Context: an optimization exercise on an open-source flow, tuned for small area, a short achievable clock period and few clock cycles per item. The choices shown serve that exercise and are no tape-out recipe.
No functional check of the RTL was part of any run shown here.
Power is estimated from default activity; no workload was simulated.

### design/flow/design.v
package icache_pkg;
	localparam int OFFSET_W = 4;
	localparam int INDEX_W  = 4;
	localparam int ADDR_W   = 32;
	localparam int TAG_W    = ADDR_W - INDEX_W - OFFSET_W;
	typedef logic [ADDR_W-1:0]   addr_t;
	typedef logic [TAG_W-1:0]    tag_t;
	typedef logic [INDEX_W-1:0]  index_t;
	typedef logic [OFFSET_W-1:0] offset_t;
	typedef logic [31:0]         word_t;
	typedef struct packed {
		tag_t    tag;
		index_t  index;
		offset_t offset;
	} fetch_addr_t;
	typedef struct packed {
		logic valid;
		tag_t tag;
	} tag_entry_t;
	typedef enum logic [1:0] {
		REFILL_IDLE,
		REFILL_REQUEST,
		REFILL_COLLECT,
		REFILL_COMMIT
	} refill_state_t;
endpackage
module icache_lookup #(
	parameter int W = 1
) (
	input  logic         sel_i,
	input  logic [W-1:0] a_i,
	input  logic [W-1:0] b_i,
	output logic [W-1:0] y_o
);
	assign y_o = sel_i ? b_i : a_i;
endmodule
module icache_hit_check (
	input  logic [29:0] addr_i,
	input  logic [24:0] head_hi_i,
	input  logic [4:0]  end_lo_i,
	input  logic        carry_i,
	output logic        seq_o
);
	logic [24:0] b;
	logic [24:0] cr;
	logic [24:0] co;
	assign b     = {24'd0, carry_i};
	assign cr    = head_hi_i ^ b ^ addr_i[29:5];
	assign co    = (head_hi_i & b) | (head_hi_i & cr) | (b & cr);
	assign seq_o = (addr_i[4:0] == end_lo_i) && (cr == {co[23:0], 1'b0});
endmodule
module icache_top #(
	parameter int OFFSET_W = icache_pkg::OFFSET_W,
	parameter int INDEX_W  = icache_pkg::INDEX_W,
	parameter int TAG_W    = icache_pkg::ADDR_W - INDEX_W - OFFSET_W
) (
	input  logic                  clock_i,
	input  logic                  rst_n_i,
	input  logic                  fetch_i,
	input  icache_pkg::addr_t     fetch_addr_i,
	input  logic                  flush_i,
	output logic                  instr_valid_o,
	output icache_pkg::word_t     instr_o,
	output icache_pkg::addr_t     instr_addr_o,
	output logic                  miss_o,
	output logic                  mem_req_o,
	output icache_pkg::addr_t     mem_line_addr_o,
	input  logic                  mem_rvalid_i,
	input  icache_pkg::word_t     mem_rdata_i
);
	localparam int CAP = 31;
	localparam int LOW = 4;
	logic [4:0]     n_q;      
	logic           busy_q;   
	logic           lm_q;     
	logic           miss_q;
	logic           rdy_q;    
	logic           ireq_q;   
	logic           ereq_q;   
	logic [29:0]    h_q;      
	logic [1:0]     wc_q;     
	logic [LOW-1:0] ml_q;     
	logic [4:0]     el_q;     
	logic           c_q;      
	logic           seq;
	logic           nz;
	logic           acc;
	logic           start;
	logic           deliver;
	logic           endw;
	logic           req;
	logic           lost;
	logic           clr;
	logic [24:0]    pm;
	logic [29:0]    h_inc;
	logic [4:0]     n_inc;
	logic [4:0]     n_dec;
	logic           busy_d;
	logic           lm_d;
	logic [29:0]    h_d;
	logic [1:0]     wc_d;
	logic [4:0]     n_d    [2];
	logic           nz_d   [2];
	logic           rdy_d  [2];
	logic           miss_d [2];
	logic           ireq_d [2];
	logic           ereq_d [2];
	for (genvar g = 0; g < 25; g++)
	begin : g_pm
		if (g == 0)
		begin : g_lsb
			assign pm[g] = 1'b1;
		end
		else
		begin : g_bit
			assign pm[g] = &h_q[g+4:5];
		end
	end
	assign h_inc  = {h_q[29:5] ^ (pm & {25{&h_q[4:0]}}), h_q[4:0] + 5'd1};
	icache_hit_check i_seq (
		.addr_i    (fetch_addr_i[31:2]),
		.head_hi_i (h_q[29:5]),
		.end_lo_i  (el_q),
		.carry_i   (c_q),
		.seq_o     (seq)
	);
	assign n_inc = n_q + 5'd1;
	assign n_dec = n_q - 5'd1;
	assign nz      = n_q != '0;
	assign acc     = fetch_i && !miss_q && !flush_i;
	assign start   = acc && !nz;
	assign deliver = mem_rvalid_i && rdy_q;
	assign endw    = mem_rvalid_i && (wc_q == 2'd3);
	assign req     = ireq_q || (mem_rvalid_i && ereq_q);
	assign lost    = endw && lm_q && nz && !rdy_q;
	assign clr     = flush_i || lost;
	assign busy_d = req || (busy_q && !endw);
	assign lm_d   = !start && (req || (lm_q && !endw));
	assign h_d    = start ? fetch_addr_i[31:2] : (deliver ? h_inc : h_q);
	assign wc_d   = req ? 2'd0 : (mem_rvalid_i ? wc_q + 2'd1 : wc_q);
	logic n_ge2;
	logic n_ge3;
	logic n_eq30;
	logic m_d;
	logic wrap_d;
	assign n_ge2  = n_q > 5'd1;
	assign n_ge3  = n_q > 5'd2;
	assign n_eq30 = n_q == 5'(CAP - 1);
	always_comb
	begin
		if (deliver)
		begin
			m_d = 1'b1;
		end
		else if (req)
		begin
			m_d = h_q[1:0] == 2'd0;
		end
		else if (mem_rvalid_i)
		begin
			m_d = h_q[1:0] == wc_q + 2'd1;
		end
		else
		begin
			m_d = h_q[1:0] == wc_q;
		end
	end
	assign wrap_d = start ? (&fetch_addr_i[LOW+3:4])
		: (deliver ? (&h_inc[LOW+1:2]) : (&h_q[LOW+1:2]));
	logic [4:0] el_d;
	logic       c_d;
	assign el_d = start ? fetch_addr_i[6:2] + 5'd1 : (acc ? el_q + 5'd1 : el_q);
	assign c_d  = start ? (&fetch_addr_i[6:2])
		: ((acc && (&el_q)) || (c_q && !(deliver && (&h_q[4:0]))));
	for (genvar s = 0; s < 2; s++)
	begin : g_seq
		logic good;
		logic bad;
		logic gt1_d;
		assign good = acc && (!nz || (s == 1));
		assign bad  = acc && nz && (s == 0);
		always_comb
		begin
			n_d[s] = n_q;
			if (clr)
			begin
				n_d[s] = '0;
			end
			else if (good && !deliver)
			begin
				n_d[s] = n_inc;
			end
			else if (deliver && !good)
			begin
				n_d[s] = n_dec;
			end
		end
		assign nz_d[s] = !clr && (good || (deliver ? n_ge2 : nz));
		assign gt1_d   = !clr && (good ? (deliver ? n_ge2 : nz) : (deliver ? n_ge3 : n_ge2));
		assign rdy_d[s] = busy_d && lm_d && nz_d[s] && m_d;
		assign miss_d[s] = !flush_i && (miss_q ? nz_d[s]
			: (bad || lost || (!clr && good && !deliver && n_eq30)));
		assign ireq_d[s] = !busy_d && nz_d[s];
		assign ereq_d[s] = busy_d && (wc_d == 2'd3) && (lm_d
			? (rdy_d[s] && gt1_d && !wrap_d)
			: nz_d[s]);
	end
	logic [8:0] ctl_pick;
	icache_lookup #(.W(9)) i_pick_ctl (
		.sel_i (seq),
		.a_i   ({n_d[0], miss_d[0], rdy_d[0], ireq_d[0], ereq_d[0]}),
		.b_i   ({n_d[1], miss_d[1], rdy_d[1], ireq_d[1], ereq_d[1]}),
		.y_o   (ctl_pick)
	);
	assign mem_req_o       = req;
	assign mem_line_addr_o = {h_q[29:LOW+2], ml_q, 4'b0000};
	assign instr_valid_o   = deliver;
	assign instr_o         = mem_rdata_i;
	assign instr_addr_o    = {h_q, 2'b00};
	assign miss_o          = miss_q;
	always_ff @(posedge clock_i or negedge rst_n_i)
	begin
		if (!rst_n_i)
		begin
			n_q    <= '0;
			busy_q <= 1'b0;
			lm_q   <= 1'b0;
			miss_q <= 1'b0;
			rdy_q  <= 1'b0;
			ireq_q <= 1'b0;
			ereq_q <= 1'b0;
		end
		else
		begin
			{n_q, miss_q, rdy_q, ireq_q, ereq_q} <= ctl_pick;
			busy_q <= busy_d;
			lm_q   <= lm_d;
		end
	end
	always_ff @(posedge clock_i)
	begin
		h_q  <= h_d;
		wc_q <= wc_d;
		el_q <= el_d;
		c_q  <= c_d;
		ml_q <= h_d[LOW+1:2] + LOW'(lm_d);
	end
endmodule
### design/flow/flow/run.sh
#!/bin/bash
# own flow: the standard layout, with port buffers of a plain buffer cell
set -o pipefail
cp standard.sh standard.sh.txt 2>/dev/null
cp config.mk config.mk.txt
export BUFFER_PORTS_ARGS="-buffer_cell sky130_fd_sc_hd__buf_1"
export ADDER_MAP_FILE=
bash standard.sh > standard.log 2>&1
### design/flow/standard.sh
#!/bin/bash
# synth_recipe.tcl (not shown) runs the flow's synth.tcl, then flattens the netlist and writes it again
# the make line also repeats each setting of config.mk as NAME=value (left out here)
make -C /OpenROAD-flow-scripts/flow DESIGN_CONFIG=/design/flow/config.mk WORK_HOME=/design/flow/orfs CLKGATE_MAP_FILE= SYNTH_SCRIPT=/design/flow/synth_recipe.tcl "${@:-finish}"
### design/flow/config.mk
export PLATFORM = sky130hd
export DESIGN_NAME = icache_top
export DESIGN_NICKNAME = icache_top
export VERILOG_FILES = /design/flow/design.v
export SDC_FILE = /design/flow/constraint.sdc
export NUM_CORES = 4
export LEC_CHECK = 0
export CAP_MARGIN = 20
export CORE_MARGIN = 2
export CORE_UTILIZATION = 60
export SETUP_SLACK_MARGIN = 1.5
export SLEW_MARGIN = 20
export SYNTH_HIERARCHICAL = 1
export SYNTH_MINIMUM_KEEP_SIZE = 0
### design/flow/constraint.sdc
create_clock -name core_clock -period 4.0 [get_ports {clock_i}]
set_input_delay 0.8000 -clock core_clock [delete_from_list [all_inputs] [get_ports {clock_i}]]
set_output_delay 0.8000 -clock core_clock [all_outputs]
set_load 0.01 [all_outputs]
==> notes.md, run 1 <==
final WL=10400 um; clk_skew=0.00605 ns; starting density of the core=62.5%; CP peak stage delay=0.22 ns; row count=31; Total Nets Final=631; # diodes=0; slew margin rel.=57.6%; required time worst endpoint=3.20 ns; yosys warns=13; Internal Pwr Total=0.000973 W; maximum VDD drop=0.280 mV; min Tclk post-route=2.38 ns; CTS H-tree depth=2; router iterations before antenna repair=4; Hold Path Class=in -> async; Vias/cell=5.60; CP arrival=1.58 ns; post-synthesis adder-cell area fraction=0.220%; top cells by area, synth=edfxtp_1 20%, buf_4 10%, xor2_1 7.5%; Net Switching=0.000534 W; area taken by multi-input logic gates=2580 um2; Buf/Inv on CP=3; complex-gate fraction of the synthesized area=12.5%; Sink Count=53; post-synthesis simple-gate area fraction=24.2%; vias in the first global route=3418; Reg area=1430 um2; mapped cell area=4560 um2; CP top delay family=buffers and inverters; P_leak=1.69 nW; EDFF count, synth=31; status=timing/DRC/antenna clean; Layout Utilization=64.6%; 1st-iter DRT viols=234; Worst-Skew Late Latency=0.31 ns; Die X-Extent=91.2 um; dpl hpwl=7680 um; TritonCTS clock tree=done; Fmax=420 MHz; # setup viols final=0; via count=3709; total congestion overflow=0; RD Place Congestion=0.888; Max Slew Vio Count=0; mean post-synth cell area=8.70 um2; Area Growth Syn to Fin=3.38%; first-pass GRT wire length=16900 um; DIE AREA=8310 um2; CTS clk-pin slew, worst paths=0.10 ns; cells along the critical path=buf_2, nand2_4, inv_2, buf_1; most common cell after layout, fill and taps aside=buf_1; clock buffer depth=2; Clk network pwr share=20.4%; Max FO, Critical Path=18; largest family of logic cells by synthesized area=simple AND/OR/NAND/NOR gates; largest net degree at the start of global routing=27; MaxCap Viol Count=0; CP endpoint kind=output port; IO buf count=95; Yosys reg bits=53; Die Ht=91.2 um; Startpoint Class=primary input; initial antenna violation count=0; final worst path period share=59.5%; commonest non-fill, non-tap cells in the layout=94 x buf_1, 52 x nand2_1, 38 x xor2_1; gr usage total=24.8%; Synth cell types=74; xor/xnor cell area share of the yosys netlist=13.6%; root buffer cell=clkbuf_8; Synth top area share=20.4%; unrepaired setup endpoints after global routing=false; Logic pwr share=30.6%; Seq pwr share=49.0%; share of cells above drive strength 1=10.1%; top cell type by total area after synthesis=edfxtp_1; Syn Inst Count=524; WL per Instance=15.7 um; # IOs=168; Seq/Total Area, Yosys=31.3%; Slew @ Worst Pin=0.636 ns; Final Hold Vio Count=0; Sw Ratio=35.4%; Core ar.=7290 um2; Final ANT Viol Nets=0; Synth Flop Type=edfxtp_1; Setup Crit Path Kind=in -> out; Fillers=680; Power Dens Cells=320 nW/um2; mux share of post-synthesis cell area=4.31%; CP max-delay cell=inv_2; Post-synth ARST share=20.8%; Fin Setup TNS=0 ns; Post-CTS Hold Fix Bufs=0; number of remaining DRC errors=0; CTS buffer count=5
==> routing by layer <==
| layer | vias up | global-route usage, % | part of all wire [%] |
|---|---|---|---|
| met1 | 1745 | 32.9 | 44 |
| met4 | 0 | 6.19 | 2.1 |
| met3 | 38 | 3.24 | 5.3 |
| met5 | - | 0 | 0 |
| li1 | 1823 | - | - |
| met2 | 103 | 42.8 | 48 |
==> final timing paths <==
check                        startpoint             to  slack [ns]  depth (start not counted)
min in group core_clock          ireq_q        wc_q[0]        0.53                          1
max reg2reg                     h_q[29]         miss_q        1.70                          7
max in group asynchronous       rst_n_i         ereq_q        3.12                          1
min                             rst_n_i         n_q[4]        0.47                          1
max                        mem_rvalid_i  instr_valid_o        1.62                          4
min reg2reg                      ireq_q        wc_q[0]        0.53                          1
==> Yosys stat by module (local to each module, per instance), a selection <==
module            copies in the design  cells  flip-flops and latches
icache_top                           1    407                      53
icache_hit_check                     1    107                       0
==> cell families after synthesis <==
family / Yosys count
other: 1
AO/OA/AOI/OAI: 93
XOR/XNOR: 71
buffers and inverters: 96
AND/OR/NAND/NOR: 194
adder cells (fa/ha/maj): 1
flip-flops: 53
multiplexers: 15
==> synthesized netlist by cell type, types with 3 or more instances <==
cell type,instances
nand2_1,54
and2_1,3
mux2i_1,5
and3_1,7
buf_4,62
nor3_1,7
buf_6,3
inv_1,14
a31oi_1,5
mux2_4,9
nand2b_1,20
buf_2,7
dfrtp_1,11
nand4_1,10
and4_1,3
o31ai_1,5
o22ai_1,6
edfxtp_1,31
o21ai_0,36
or3_1,4
nand3_1,15
xnor2_1,32
dfxtp_1,11
a21oi_1,18
nor2b_1,9
xor2_1,39
clkbuf_1,7
nor2_1,32
nor3b_1,3
==> sequential cells by signal (all words and copies together), names as in the netlist <==
register,flops
h_q,30
el_q,5
n_q,5
ml_q,4
wc_q,2
busy_q,1
c_q,1
ereq_q,1
ireq_q,1
lm_q,1
miss_q,1
rdy_q,1
==> per-stage QoR <==
stage | power, W | instance area [um2] | worst slack [ns] | instances | hold slack [ns]
after floorplan | 0.00111 | 4580 | 1.52 | 529 | 0.491
after global placement | 0.00118 | 4520 | 0.986 | 647 | 0.518
after detailed placement | 0.00119 | 4520 | 0.959 | 647 | 0.514
after CTS | 0.00150 | 4630 | 1.53 | 657 | 0.487
after global routing | 0.00161 | 4710 | 1.50 | 662 | 0.515
final | 0.00151 | 4710 | 1.62 | 662 | 0.473
==> worst reg2reg max path: cells and delay by family, from the launching register on <==
family                    cells  cell delay, ns
DFF                           1            0.52
and+or+nand+nor               2            0.42
AOI/OAI and AO/OA             2            0.39
muxes                         1            0.33
xor gates and xnor gates      1            0.27
buffers and inverters         1            0.27
==> power groups by stage <==
stage / logic (W) / registers (W) / clock network [W]
floorplan: 0.000356 / 0.000753 / 0
global placement: 0.000437 / 0.000748 / 0
detailed placement: 0.000444 / 0.000750 / 0
CTS: 0.000450 / 0.000737 / 0.000316
global route: 0.000521 / 0.000751 / 0.000336
finish: 0.000462 / 0.000739 / 0.000307
==> cell type report <==
class | count | share of cell area (%)
tap | 99 | 2.63
clock inverter | 2 | 0.212
multi-input combinational | 380 | 54.8
inverter | 17 | 1.41
clock buffer | 6 | 1.54
timing repair buffer | 105 | 9.19
sequential | 53 | 30.3
==> repair_timing <==
item,in CTS,in global routing
buffers inserted,2,5
gates resized for setup,4,9
setup endpoints to repair,55,32
pin swaps,1,0
==> run 2, diff against run 1 <==
--- a/design/flow/config.mk
+++ b/design/flow/config.mk
@@ -8,7 +8,7 @@
 export CAP_MARGIN = 20
 export CORE_MARGIN = 2
 export CORE_UTILIZATION = 60
-export SETUP_SLACK_MARGIN = 1.5
+export SETUP_SLACK_MARGIN = 1.8
 export SLEW_MARGIN = 20
 export SYNTH_HIERARCHICAL = 1
 export SYNTH_MINIMUM_KEEP_SIZE = 0
==> run 2 against run 1 <==
Combinational power is 13% higher. Total power is 6.3% higher. Highest routed layer unchanged. Final cell count is 4.4% higher. Utilization is 7.5 points higher. Largest power group unchanged. Setup slack worse by 0.091 ns. First-iteration DRC count is 6.8% lower. Register-to-register slack worse by 0.12 ns.
==> notes.md, run 2 <==
required time worst endpoint=4.20 ns (was 3.20 ns); Total Nets Final=660 (was 631); Synth cell types=74 (unchanged); # setup viols final=0 (unchanged); WL per Instance=16.0 um (was 15.7 um); final WL=11000 um (was 10400 um); RD Place Congestion=0.880 (was 0.888); top cell type by total area after synthesis=edfxtp_1 (unchanged); 1st-iter DRT viols=218 (was 234); Sink Count=53 (unchanged); Setup Crit Path Kind=in -> reg (was in -> out); Final Cell Area=5260 um2 (was 4710 um2); largest net degree at the start of global routing=39 (was 27); Vias/cell=5.55 (was 5.60); dpl hpwl=7450 um (was 7680 um); Max Slew Vio Count=0 (unchanged); Worst-Skew Late Latency=0.31 ns (about the same); cell with the most instances after synthesis=buf_4 (unchanged); status=timing/DRC/antenna clean (unchanged); TritonCTS clock tree=done (unchanged); Post-synth ARST share=20.8% (unchanged); Power Dens Cells=305 nW/um2 (was 320 nW/um2); root buffer cell=clkbuf_8 (unchanged); share of cells above drive strength 1=20.4% (was 10.1%); Fmax=404 MHz (was 420 MHz); first-pass GRT wire length=17400 um (was 16900 um); Hold Path Class=in -> async (unchanged); DP Area=4530 um2 (was 4520 um2); commonest non-fill, non-tap cells in the layout=80 x buf_1, 52 x nand2_1, 37 x xor2_1 (was 94 x buf_1, 52 x nand2_1, 38 x xor2_1); top cells by area, synth=edfxtp_1 20%, buf_4 10%, xor2_1 7.5% (unchanged); worst r2r dst=ireq_q (was miss_q); Area Growth Syn to Fin=15.4% (was 3.38%); Layout Utilization=72.1% (was 64.6%); Most Crowded Layer GR=met2 (unchanged); CTS clk-pin slew, worst paths=0.10 ns (about the same); slew margin rel.=55.9% (was 57.6%); WHS=0.481 ns (was 0.473 ns); M1 GR Usage=34.4% (was 32.9%); Cell Count, Final, Fillers Out=691 (was 662); top cells by count, synth=62 x buf_4, 54 x nand2_1, 39 x xor2_1, 36 x o21ai_0 (unchanged); Final Hold Vio Count=0 (unchanged); MaxCap Viol Count=0 (unchanged); Seq/Total Area, Yosys=31.3% (unchanged); most common cell after layout, fill and taps aside=buf_1 (unchanged); number of remaining DRC errors=0 (unchanged); max reg flops=30 (unchanged); vias in the first global route=3474 (was 3418); IO buf count=95 (unchanged); initial antenna violation count=0 (unchanged); Final ANT Viol Nets=0 (unchanged); Max FO, Critical Path=5 (was 18); row count=31 (unchanged); Synth top area share=20.4% (unchanged); via count=3835 (was 3709); EDFF count, synth=31 (unchanged); total congestion overflow=0 (unchanged); CP arrival=2.68 ns (was 1.58 ns); yosys warns=13 (unchanged); CP endpoint kind=flop (was output port); maximum VDD drop=0.320 mV (was 0.280 mV); min Tclk post-route=2.47 ns (was 2.38 ns); Synth Flop Type=edfxtp_1 (unchanged); clock buffer depth=2 (unchanged); Reg with most FFs=h_q (unchanged); Core ar.=7290 um2 (unchanged); clk_skew=0.00747 ns (was 0.00605 ns); Die Ht=91.2 um (unchanged); mean post-synth cell area=8.70 um2 (unchanged); placed instance count=646 (was 647); unrepaired setup endpoints after global routing=true (was false); starting density of the core=62.5% (unchanged); Die X-Extent=91.2 um (unchanged); CTS H-tree depth=2 (unchanged); DIE AREA=8310 um2 (unchanged); Post-CTS Hold Fix Bufs=0 (unchanged); met2 GRT Util=42.9% (was 42.8%); Fin Setup TNS=0 ns (unchanged); flop2flop setup slack=1.58 ns (was 1.70 ns); worst r2r src=h_q[16] (was h_q[29]); Syn Inst Count=524 (unchanged); CTS buffer count=5 (unchanged); Yosys reg bits=53 (unchanged); met3 Usage GRT=3.65% (was 3.24%); P_leak=2.00 nW (was 1.69 nW); # diodes=0 (unchanged); # IOs=168 (unchanged); router iterations before antenna repair=4 (unchanged); Slew @ Worst Pin=0.661 ns (was 0.636 ns); R2R depth=7 (unchanged); final worst path period share=61.8% (was 59.5%); Startpoint Class=primary input (unchanged); gr usage total=25.4% (was 24.8%); mapped cell area=4560 um2 (unchanged)
==> run 2: cell counts after synthesis <==
Identical to the previous run, type by type.
==> run 2: stage by stage <==
| stage | total power (W) | setup WS [ns] |
|---|---|---|
| after global routing | 0.00170 | 1.46 |
| after global placement | 0.00118 | 0.939 |
| final | 0.00160 | 1.53 |
| after detailed placement | 0.00119 | 0.886 |
| after floorplan | 0.00112 | 1.69 |
| after CTS | 0.00156 | 1.64 |
==> run 2: cell families after synthesis <==
family	Yosys count	synth area share (%)
xor+xnor	71	13.6
flops	53	31.3
compound gates	93	12.5
other cells	1	0.0823
simple gates	194	24.2
buf+inv	96	13.8
fa+ha+maj	1	0.220
mux	15	4.31
==> run 2: layout make-up <==
type | instances | area (um2)
clock buffer | 7 | 96.3
clock inverter | 1 | 5.00
fill | 578 | 2030
inverter | 17 | 81.3
multi-input combinational | 380 | 2780
sequential | 53 | 1430
tap | 99 | 124
timing repair buffer | 133 | 746
timing repair inverter | 1 | 5.00
==> run 2: worst max path at each step <==
stage                          start       to  slack, ns  cells after the start
global placement             flush_i  h_q[25]       0.94                      6
floorplan           fetch_addr_i[28]   ereq_q       1.69                      7
global route        fetch_addr_i[20]   n_q[3]       1.46                      8
detailed placement           flush_i  h_q[26]       0.89                      6
CTS                 fetch_addr_i[29]   ireq_q       1.64                      8
finish              fetch_addr_i[28]   ireq_q       1.53                      8
==> run 2: per-layer routing <==
| metal | wire length [um] | share of wire [%] | vias to the layer above |
|---|---|---|---|
| li1 | - | - | 1879 |
| met3 | 593 | 5.4 | 32 |
| met5 | 0 | 0 | - |
| met4 | 174 | 1.6 | 0 |
| met1 | 4680 | 42 | 1809 |
| met2 | 5570 | 51 | 115 |
==> run 2: repair_timing <==
action / 4_1_cts / 5_1_grt
gates cloned: 1 / 1
endpoints found under the setup margin: 44 / 53
buffers inserted: 11 / 24
gates resized for setup: 43 / 44
pin swaps: 7 / 13
==> run 2: power breakdown <==
part | switching, W | total, W | internal, W
combinational | 0.000287 | 0.000520 | 0.000232
clock | 0.000188 | 0.000345 | 0.000157
sequential | 0.0000804 | 0.000739 | 0.000658
==> run 2: per-module statistics from Yosys (local to each module, per instance), a selection <==
module            times used  flip-flops and latches  cells inside  area (um2)
icache_top                 1                      53           407        3650
icache_hit_check           1                       0           107         764
==> run 2: critical path, cell delays in order <==
cell and delay (ns):
buf_8 0.10, and2b_2 0.27, o22ai_4 0.09, nor4bb_4 0.28, nand4_1 0.20, nor4_4 0.44
buf_6 0.21, mux2_4 0.30
==> run 3, diff against run 2 <==
--- a/design/flow/config.mk
+++ b/design/flow/config.mk
@@ -8,7 +8,7 @@
 export CAP_MARGIN = 20
 export CORE_MARGIN = 2
 export CORE_UTILIZATION = 60
-export SETUP_SLACK_MARGIN = 1.8
+export SETUP_SLACK_MARGIN = 2.1
 export SLEW_MARGIN = 20
 export SYNTH_HIERARCHICAL = 1
 export SYNTH_MINIMUM_KEEP_SIZE = 0
==> run 3 against run 2 <==
Die area is the same. Critical path type unchanged. First-iteration DRC count increased by 92%. Final cell count up 6.5%. Utilization increased by 13 points. Clock power rose by 8.4%. Register-to-register slack hardly changed. Via count increased by 18%. Still clean on timing, DRC and antenna.
==> notes.md, run 3 <==
Total Nets Final=705 (was 660); Vias/cell=6.16 (was 5.55); # diodes=0 (unchanged); CP max-delay cell=nor4_4 (unchanged); Die X-Extent=91.2 um (unchanged); starting density of the core=62.5% (unchanged); Syn Inst Count=524 (unchanged); Max FO, Critical Path=5 (unchanged); max reg flops=30 (unchanged); Fillers=395 (was 578); # IOs=168 (unchanged); share of cells above drive strength 1=34.5% (was 20.4%); top cells by count, synth=62 x buf_4, 54 x nand2_1, 39 x xor2_1, 36 x o21ai_0 (unchanged); mapped cell area=4560 um2 (unchanged); min Tclk post-route=2.46 ns (was 2.47 ns); row count=31 (unchanged); Final Hold Vio Count=0 (unchanged); Setup Crit Path Kind=in -> reg (unchanged); Worst-Skew Late Latency=0.32 ns (was 0.31 ns); clk_skew=0.00665 ns (was 0.00747 ns); CTS H-tree depth=2 (unchanged); number of remaining DRC errors=0 (unchanged); Post-synth ARST share=20.8% (unchanged); CP peak stage delay=0.45 ns (was 0.44 ns); top cell type by total area after synthesis=edfxtp_1 (unchanged); maximum VDD drop=0.296 mV (was 0.320 mV); CTS clk-pin slew, worst paths=0.10 ns (about the same); gr usage total=28.9% (was 25.4%); root buffer cell=clkbuf_8 (unchanged); cell with the most instances after synthesis=buf_4 (unchanged); most common cell after layout, fill and taps aside=buf_1 (unchanged); unrepaired setup endpoints after global routing=true (unchanged); Max Slew Vio Count=0 (unchanged); total congestion overflow=0 (unchanged); TritonCTS clock tree=done (unchanged); largest net degree at the start of global routing=23 (was 39); required time worst endpoint=4.21 ns (was 4.20 ns); Hold Path Class=in -> async (unchanged); CP arrival=2.67 ns (was 2.68 ns); 1st-iter DRT viols=419 (was 218); Power Dens Cells=295 nW/um2 (was 305 nW/um2); Synth cell types=74 (unchanged); Yosys reg bits=53 (unchanged); cells along the critical path=buf_1, xnor2_2, o22ai_2, a221oi_2, nand4b_1, nor4_4, buf_6, mux2_4 (was buf_8, and2b_2, o22ai_4, nor4bb_4, nand4_1, nor4_4, buf_6, mux2_4); P_leak=2.43 nW (was 2.00 nW); Final ANT Viol Nets=0 (unchanged); final WL=15100 um (was 11000 um); Cell Count, Final, Fillers Out=736 (was 691); Synth top area share=20.4% (unchanged); slew margin rel.=57.3% (was 55.9%); dpl hpwl=7360 um (was 7450 um); top cells by area, synth=edfxtp_1 20%, buf_4 10%, xor2_1 7.5% (unchanged); WHS=0.467 ns (was 0.481 ns); RD Place Congestion=0.896 (was 0.880); CP top delay family=simple AND/OR/NAND/NOR gates (unchanged); placed instance count=646 (unchanged); first-pass GRT wire length=19300 um (was 17400 um); IO buf count=95 (unchanged); initial antenna violation count=0 (unchanged); yosys warns=13 (unchanged); Area Growth Syn to Fin=35.5% (was 15.4%); Synth Flop Type=edfxtp_1 (unchanged); Seq/Total Area, Yosys=31.3% (unchanged); EDFF count, synth=31 (unchanged); Buf/Inv on CP=2 (unchanged); CTS buffer count=5 (unchanged); via count=4536 (was 3835); Core ar.=7290 um2 (unchanged); commonest non-fill, non-tap cells in the layout=75 x buf_1, 43 x buf_4, 36 x xor2_1 (was 80 x buf_1, 52 x nand2_1, 37 x xor2_1); clock buffer depth=2 (unchanged); mean post-synth cell area=8.70 um2 (unchanged); router iterations before antenna repair=5 (was 4); Sink Count=53 (unchanged); WL per Instance=20.5 um (was 16.0 um); Layout Utilization=84.7% (was 72.1%); Slew @ Worst Pin=0.640 ns (was 0.661 ns); # setup viols final=0 (unchanged); Fmax=406 MHz (was 404 MHz); final worst path period share=61.6% (was 61.8%); vias in the first global route=3892 (was 3474); Startpoint Class=primary input (unchanged); Fin Setup TNS=0 ns (unchanged); status=timing/DRC/antenna clean (unchanged); MaxCap Viol Count=0 (unchanged); Die Ht=91.2 um (unchanged); Reg with most FFs=h_q (unchanged); CP endpoint kind=flop (unchanged); DIE AREA=8310 um2 (unchanged); Final Power=0.00182 W (was 0.00160 W)
run 3: changes by cell type in the layout (fill, tap and decap cells not counted), sizes merged:
cell / change
buf: +37
nand2: +5
clkinv: -3
clkbuf: +5
inv: +1
run 3: per-module statistics from Yosys, one instance, submodules excluded, a selection:
module / copies in the design / cells / area [um2] / flops+latches
icache_hit_check: 1 / 107 / 764 / 0
icache_top: 1 / 407 / 3650 / 53
run 3: path summary, 6_finish.rpt:
| kind | to | slack, ns | start | cells past startpoint |
|---|---|---|---|---|
| setup / recovery | n_q[1] | 1.54 | fetch_addr_i[31] | 8 |
| hold / removal | miss_q | 0.47 | rst_n_i | 1 |
| setup reg to reg | n_q[1] | 1.57 | h_q[6] | 7 |
| hold reg to reg | wc_q[0] | 0.54 | ireq_q | 1 |
| max in group asynchronous | n_q[2] | 3.09 | rst_n_i | 1 |
| min in group core_clock | wc_q[0] | 0.54 | ireq_q | 1 |
run 3: worst register-to-register path, stage by stage, from the launching register on:
cell,delay [ns]
edfxtp_1,0.46
buf_4,0.18
xnor2_2,0.17
mux2i_1,0.32
nand4_1,0.20
nor4_4,0.46
buf_6,0.21
mux2_4,0.32
run 3: kinds of logic (layout without fill, tap and decap cells):
group	after synthesis	count (layout)	share of synthesized area [%]
AO/OA/AOI/OAI	93	93	12.5
XOR/XNOR	71	71	13.6
adder cells (fa/ha/maj)	1	1	0.220
buffers and inverters	96	199	13.8
flip-flops	53	53	31.3
multiplexers	15	15	4.31
other	1	6	0.0823
AND/OR/NAND/NOR	194	199	24.2
run 3: layout make-up:
cell class                      count  area [um2]  area share [%]
Clock buffer                        8         111            1.80
Inverter                           17        78.8            1.28
Sequential cell                    53        1430            23.1
Tap cell                           99         124            2.01
Timing Repair Buffer              174        1370            22.2
Multi-Input combinational cell    385        3060            49.6
run 3: where the power goes:
| group | switching [W] | internal, W | total (W) |
|---|---|---|---|
| Clock | 0.000194 | 0.000180 | 0.000374 |
| Sequential | 0.0000849 | 0.000658 | 0.000743 |
| Combinational | 0.000382 | 0.000327 | 0.000708 |
run 3: per-stage QoR:
step	setup slack, ns	cell area (um2)
global placement	1.10	4540
finish	1.54	6180
global route	1.49	6180
CTS	1.64	5530
floorplan	1.69	4660
detailed placement	1.04	4540
run 3: repair_timing:
item | CTS | global route
gates cloned | 8 | 5
hold buffers | 0 | 0
buffers inserted | 44 | 25
endpoints found under the setup margin | 78 | 83
pin swaps | 16 | 22
resized for setup | 97 | 108
run 3: metal layers:
layer / GRT usage (%) / up-vias / share of wire, %
li1: - / 1989 / -
met1: 35.9 / 2168 / 37
met3: 4.15 / 82 / 8.0
met5: 0 / - / 0
met4: 11.4 / 0 / 4.6
met2: 50.5 / 297 / 50
==> run 4, diff against run 3 <==
--- a/design/flow/design.v
+++ b/design/flow/design.v
@@ -36,18 +36,32 @@
 endmodule
 module icache_hit_check (
 	input  logic [29:0] addr_i,
-	input  logic [24:0] head_hi_i,
+	input  logic [29:0] head_i,
 	input  logic [4:0]  end_lo_i,
 	input  logic        carry_i,
 	output logic        seq_o
 );
-	logic [24:0] b;
-	logic [24:0] cr;
-	logic [24:0] co;
-	assign b     = {24'd0, carry_i};
-	assign cr    = head_hi_i ^ b ^ addr_i[29:5];
-	assign co    = (head_hi_i & b) | (head_hi_i & cr) | (b & cr);
-	assign seq_o = (addr_i[4:0] == end_lo_i) && (cr == {co[23:0], 1'b0});
+	logic [24:0] pm;
+	logic [24:0] hh_inc;
+	logic        eq_lo;
+	logic        eq0;
+	logic        eq1;
+	for (genvar g = 0; g < 25; g++)
+	begin : g_pm
+		if (g == 0)
+		begin : g_lsb
+			assign pm[g] = 1'b1;
+		end
+		else
+		begin : g_bit
+			assign pm[g] = &head_i[g+4:5];
+		end
+	end
+	assign hh_inc = head_i[29:5] ^ pm;
+	assign eq_lo = addr_i[4:0] == end_lo_i;
+	assign eq0   = addr_i[29:5] == head_i[29:5];
+	assign eq1   = addr_i[29:5] == hh_inc;
+	assign seq_o = eq_lo && (carry_i ? eq1 : eq0);
 endmodule
 module icache_top #(
 	parameter int OFFSET_W = icache_pkg::OFFSET_W,
@@ -92,6 +106,7 @@
 	logic           lost;
 	logic           clr;
 	logic [24:0]    pm;
+	logic           dh;
 	logic [29:0]    h_inc;
 	logic [4:0]     n_inc;
 	logic [4:0]     n_dec;
@@ -105,6 +120,15 @@
 	logic           miss_d [2];
 	logic           ireq_d [2];
 	logic           ereq_d [2];
+	logic [4:0]     el_d   [2];
+	logic           c_d    [2];
+	icache_hit_check i_seq (
+		.addr_i   (fetch_addr_i[31:2]),
+		.head_i   (h_q),
+		.end_lo_i (el_q),
+		.carry_i  (c_q),
+		.seq_o    (seq)
+	);
 	for (genvar g = 0; g < 25; g++)
 	begin : g_pm
 		if (g == 0)
@@ -117,13 +141,6 @@
 		end
 	end
 	assign h_inc  = {h_q[29:5] ^ (pm & {25{&h_q[4:0]}}), h_q[4:0] + 5'd1};
-	icache_hit_check i_seq (
-		.addr_i    (fetch_addr_i[31:2]),
-		.head_hi_i (h_q[29:5]),
-		.end_lo_i  (el_q),
-		.carry_i   (c_q),
-		.seq_o     (seq)
-	);
 	assign n_inc = n_q + 5'd1;
 	assign n_dec = n_q - 5'd1;
 	assign nz      = n_q != '0;
@@ -134,6 +151,7 @@
 	assign req     = ireq_q || (mem_rvalid_i && ereq_q);
 	assign lost    = endw && lm_q && nz && !rdy_q;
 	assign clr     = flush_i || lost;
+	assign dh      = deliver && (&h_q[4:0]);
 	assign busy_d = req || (busy_q && !endw);
 	assign lm_d   = !start && (req || (lm_q && !endw));
 	assign h_d    = start ? fetch_addr_i[31:2] : (deliver ? h_inc : h_q);
@@ -167,18 +185,17 @@
 	end
 	assign wrap_d = start ? (&fetch_addr_i[LOW+3:4])
 		: (deliver ? (&h_inc[LOW+1:2]) : (&h_q[LOW+1:2]));
-	logic [4:0] el_d;
-	logic       c_d;
-	assign el_d = start ? fetch_addr_i[6:2] + 5'd1 : (acc ? el_q + 5'd1 : el_q);
-	assign c_d  = start ? (&fetch_addr_i[6:2])
-		: ((acc && (&el_q)) || (c_q && !(deliver && (&h_q[4:0]))));
 	for (genvar s = 0; s < 2; s++)
 	begin : g_seq
 		logic good;
 		logic bad;
+		logic ge;
 		logic gt1_d;
 		assign good = acc && (!nz || (s == 1));
 		assign bad  = acc && nz && (s == 0);
+		assign ge   = acc && nz && (s == 1);
+		assign el_d[s] = start ? fetch_addr_i[6:2] + 5'd1 : (ge ? el_q + 5'd1 : el_q);
+		assign c_d[s]  = start ? (&fetch_addr_i[6:2]) : ((ge && (&el_q)) || (c_q && !dh));
 		always_comb
 		begin
 			n_d[s] = n_q;
@@ -206,11 +223,18 @@
 			: nz_d[s]);
 	end
 	logic [8:0] ctl_pick;
+	logic [5:0] end_pick;
 	icache_lookup #(.W(9)) i_pick_ctl (
 		.sel_i (seq),
 		.a_i   ({n_d[0], miss_d[0], rdy_d[0], ireq_d[0], ereq_d[0]}),
 		.b_i   ({n_d[1], miss_d[1], rdy_d[1], ireq_d[1], ereq_d[1]}),
 		.y_o   (ctl_pick)
+	);
+	icache_lookup #(.W(6)) i_pick_end (
+		.sel_i (seq),
+		.a_i   ({el_d[0], c_d[0]}),
+		.b_i   ({el_d[1], c_d[1]}),
+		.y_o   (end_pick)
 	);
 	assign mem_req_o       = req;
 	assign mem_line_addr_o = {h_q[29:LOW+2], ml_q, 4'b0000};
@@ -241,8 +265,7 @@
 	begin
 		h_q  <= h_d;
 		wc_q <= wc_d;
-		el_q <= el_d;
-		c_q  <= c_d;
 		ml_q <= h_d[LOW+1:2] + LOW'(lm_d);
+		{el_q, c_q} <= end_pick;
 	end
 endmodule
==> design/flow/flow/run.sh (replaced) <==
#!/bin/bash
# own flow: the standard layout, with port buffers of a plain buffer cell
set -o pipefail
cp standard.sh standard.sh.txt 2>/dev/null
cp config.mk config.mk.txt
export BUFFER_PORTS_ARGS="-buffer_cell sky130_fd_sc_hd__buf_2"
bash standard.sh > standard.log 2>&1
==> design/flow/config.mk (replaced) <==
export PLATFORM = sky130hd
export DESIGN_NAME = icache_top
export DESIGN_NICKNAME = icache_top
export VERILOG_FILES = /design/flow/design.v
export SDC_FILE = /design/flow/constraint.sdc
export NUM_CORES = 4
export LEC_CHECK = 0
export ABC_CLOCK_PERIOD_IN_PS = 1000
export CAP_MARGIN = 20
export CORE_MARGIN = 2
export CORE_UTILIZATION = 40
export SETUP_SLACK_MARGIN = 1.0
export SLEW_MARGIN = 20
export SYNTH_HIERARCHICAL = 1
export SYNTH_MINIMUM_KEEP_SIZE = 0
==> run 4 against run 3 <==
Still clean on timing, DRC and antenna. Routed wire length down 9.2%. Non-clock buffer count decreased by 49. Flip-flop and latch count stayed put. Die area rose by 65%. Setup slack got worse by 0.53 ns. Final cell count increased by 13%. Clock skew increased by 0.0032 ns. First-iteration DRC count decreased by 49%. Critical path type is now reg -> reg.
==> notes.md, run 4 <==
min Tclk post-route=3.00 ns (was 2.46 ns); EDFF count, synth=26 (was 31); Layout Utilization=45.3% (was 84.7%); total congestion overflow=0 (unchanged); CP peak stage delay=0.36 ns (was 0.45 ns); CP arrival=3.18 ns (was 2.67 ns); via count=4504 (was 4536); Final Hold Vio Count=0 (unchanged); # IOs=168 (unchanged); WL per Instance=16.6 um (was 20.5 um); status=timing/DRC/antenna clean (unchanged); final WL=13700 um (was 15100 um); Reg area=1380 um2 (was 1430 um2); CTS buffer count=5 (unchanged); most common cell after layout, fill and taps aside=buf_2 (was buf_1); required time worst endpoint=4.18 ns (was 4.21 ns); top cell type by total area after synthesis=edfxtp_1 (unchanged); slew margin rel.=46.0% (was 57.3%); CTS H-tree depth=2 (unchanged); MaxCap Viol Count=0 (unchanged); starting density of the core=40.8% (was 62.5%); IO buf count=95 (unchanged); number of remaining DRC errors=0 (unchanged); top cells by area, synth=edfxtp_1 15%, buf_4 9.7%, xnor2_1 6.5% (was edfxtp_1 20%, buf_4 10%, xor2_1 7.5%); # diodes=0 (unchanged); mean post-synth cell area=8.50 um2 (was 8.70 um2); clk_skew=0.00987 ns (was 0.00665 ns); # setup viols final=0 (unchanged); Worst-Skew Late Latency=0.30 ns (was 0.32 ns); WHS=0.374 ns (was 0.467 ns); Hold Path Class=in -> async (unchanged); Synth cell types=70 (was 74); Power Dens Cells=537 nW/um2 (was 295 nW/um2); maximum VDD drop=0.258 mV (was 0.296 mV); vias in the first global route=4170 (was 3892); cells along the critical path=ha_2, nand3_4, nor4_4, ha_1, mux2i_1, o22ai_1, nor4_2, o2111ai_2, nor4_1, and4_4, buf_12, mux2_4 (was buf_1, xnor2_2, o22ai_2, a221oi_2, nand4b_1, nor4_4, buf_6, mux2_4); dpl hpwl=9780 um (was 7360 um); P_leak=2.36 nW (was 2.43 nW); DIE AREA=13700 um2 (was 8310 um2); row count=41 (was 31); cell with the most instances after synthesis=nand2_1 (was buf_4); Area Growth Syn to Fin=11.0% (was 35.5%); mapped cell area=5130 um2 (was 4560 um2); 1st-iter DRT viols=215 (was 419); Total Nets Final=745 (was 705); commonest non-fill, non-tap cells in the layout=95 x buf_2, 78 x nand2_1, 38 x xnor2_1 (was 75 x buf_1, 43 x buf_4, 36 x xor2_1); R2R depth=12 (was 7); TritonCTS clock tree=done (unchanged); Core ar.=12600 um2 (was 7290 um2); Yosys reg bits=53 (unchanged); Final ANT Viol Nets=0 (unchanged); Synth top area share=15.2% (was 20.4%); Die X-Extent=117 um (was 91.2 um); largest net degree at the start of global routing=25 (was 23); Startpoint Class=flop (was primary input); root buffer cell=clkbuf_16 (was clkbuf_8); CP max-delay cell=edfxtp_1 (was nor4_4); first-pass GRT wire length=21400 um (was 19300 um); router iterations before antenna repair=5 (unchanged); Post-CTS Hold Fix Bufs=0 (unchanged); Syn Inst Count=603 (was 524); Post-synth ARST share=20.8% (unchanged); Seq/Total Area, Yosys=26.8% (was 31.3%); Slew @ Worst Pin=0.806 ns (was 0.640 ns); max reg flops=30 (unchanged); pre-CTS setup slack=0.660 ns (was 1.04 ns); Fillers=1244 (was 395); Fin Setup TNS=0 ns (unchanged); Synth Flop Type=edfxtp_1 (unchanged); Fmax=334 MHz (was 406 MHz); Final Power=0.00306 W (was 0.00182 W); top cells by count, synth=78 x nand2_1, 66 x buf_4, 38 x xnor2_1, 36 x nor2_1, 31 x o21ai_0 (was 62 x buf_4, 54 x nand2_1, 39 x xor2_1, 36 x o21ai_0); Reg with most FFs=h_q (unchanged); CP endpoint kind=flop (unchanged); setup slack after layout=1.00 ns (was 1.54 ns); Die Ht=117 um (was 91.2 um); Vias/cell=5.44 (was 6.16); CTS clk-pin slew, worst paths=0.08 ns (was 0.10 ns); final worst path period share=74.9% (was 61.6%); initial antenna violation count=0 (unchanged); RD Place Congestion=0.835 (was 0.896); yosys warns=15 (was 13); area taken by multi-input logic gates=3150 um2 (was 3060 um2); Sink Count=53 (unchanged); Setup Crit Path Kind=reg -> reg (was in -> reg); clock buffer depth=2 (unchanged); Max Slew Vio Count=0 (unchanged); Max FO, Critical Path=8 (was 5); unrepaired setup endpoints after global routing=true (unchanged); share of cells above drive strength 1=26.2% (was 34.5%); gr usage total=19.9% (was 28.9%)
==> run 4: routing by layer <==
metal  vias to the layer above  GRT usage (%)  part of all wire, %
met5                         -              0                    0
met4                         0           5.18                  1.5
met3                        16           3.45                  5.8
met2                       146           35.3                   49
met1                      2146           24.9                   44
li1                       2196              -                    -
==> run 4: cell families after synthesis <==
family / count (synthesis) / share of synthesized area, %
multiplexers: 22 / 5.76
AND/OR/NAND/NOR: 227 / 23.4
other: 1 / 0.0732
adder cells (fa/ha/maj): 21 / 5.13
buffers and inverters: 101 / 13.0
flip-flops: 53 / 26.8
XOR/XNOR: 68 / 11.6
AO/OA/AOI/OAI: 110 / 14.2
==> run 4: layout make-up <==
cell class                      count  share of cell area (%)
Clock buffer                        7                    2.51
Clock inverter                      1                   0.132
Inverter                           16                    1.06
Multi-Input combinational cell    454                    55.4
Sequential cell                    53                    24.3
Tap cell                          172                    3.78
Timing Repair Buffer              125                    12.9
==> run 4: worst paths after layout <==
path,from,end,slack (ns)
setup reg to reg,h_q[6],n_q[3],1.00
setup / recovery,h_q[6],n_q[3],1.00
min in group core_clock,ireq_q,wc_q[0],0.51
hold / removal,rst_n_i,n_q[4],0.37
hold reg to reg,ireq_q,wc_q[0],0.51
max in group asynchronous,rst_n_i,ereq_q,3.41
==> run 4: per-module statistics from Yosys, one instance, submodules excluded, a selection <==
module,copies in the design,cells inside,area (um2),flops+latches
icache_hit_check,1,134,960,0
icache_top,1,452,3920,53
==> run 4: worst max-delay path, delay by kind of cell (launching register included) <==
family / cells / cell delay [ns]
compound gates: 2 / 0.30
fa+ha+maj: 2 / 0.50
buf+inv: 1 / 0.16
flops: 1 / 0.36
mux: 2 / 0.43
simple gates: 5 / 1.11
==> run 4: power by group <==
group	switching (W)	internal [W]	total [W]
combinational	0.000891	0.000710	0.00160
clock	0.000212	0.000251	0.000462
sequential	0.000219	0.000773	0.000993
total	0.00132	0.00173	0.00306
==> run 4: metrics by stage <==
step / cells / cell area, um2
after floorplan: 608 / 5140
after global placement: 800 / 5310
after detailed placement: 800 / 5310
after CTS: 821 / 5610
after global routing: 828 / 5690
final: 828 / 5690
==> run 4: timing repair <==
action	CTS	global route
endpoints found under the setup margin	15	15
gates cloned	1	0
hold endpoints to repair	0	0
setup buffers	12	7
resized for setup	13	4
pin swaps	2	2

==> afterwards: timing with drivers on the ports <==
Ports are ideal in the flow. The routed layouts listed here were re-timed in OpenROAD. Step 1 sets driving cells, clkbuf_16 on the clock port and buf_2 on the other inputs (assumed; they add their load-dependent delay and slew). Step 2, shift: input delay + t, output delay - t, t = (earliest + latest rising clock arrival at the registers) / 2. This alone moves slack from input paths to output paths. Three values: ideal ports, drivers, drivers and shift; two values: the first two.
| run | shift t [ns] | setup slack, ns | latest minus earliest clock arrival (ns) |
|---|---|---|---|
| run 1 | 0.328 | 1.618 / 1.595 / 1.293 | 0.007 / 0.006 |
| run 2 | 0.336 | 1.527 / 1.512 / 1.176 | 0.007 / 0.008 |
| run 3 | 0.345 | 1.536 / 1.541 / 1.196 | 0.006 / 0.006 |
| run 4 | 0.337 | 1.003 / 1.003 / 0.941 | 0.010 / 0.010 |
After both steps every run listed still meets setup and hold. The setup slack of run 2, which loses most, moves by -0.015 ns with the drivers and by -0.351 ns with both steps.
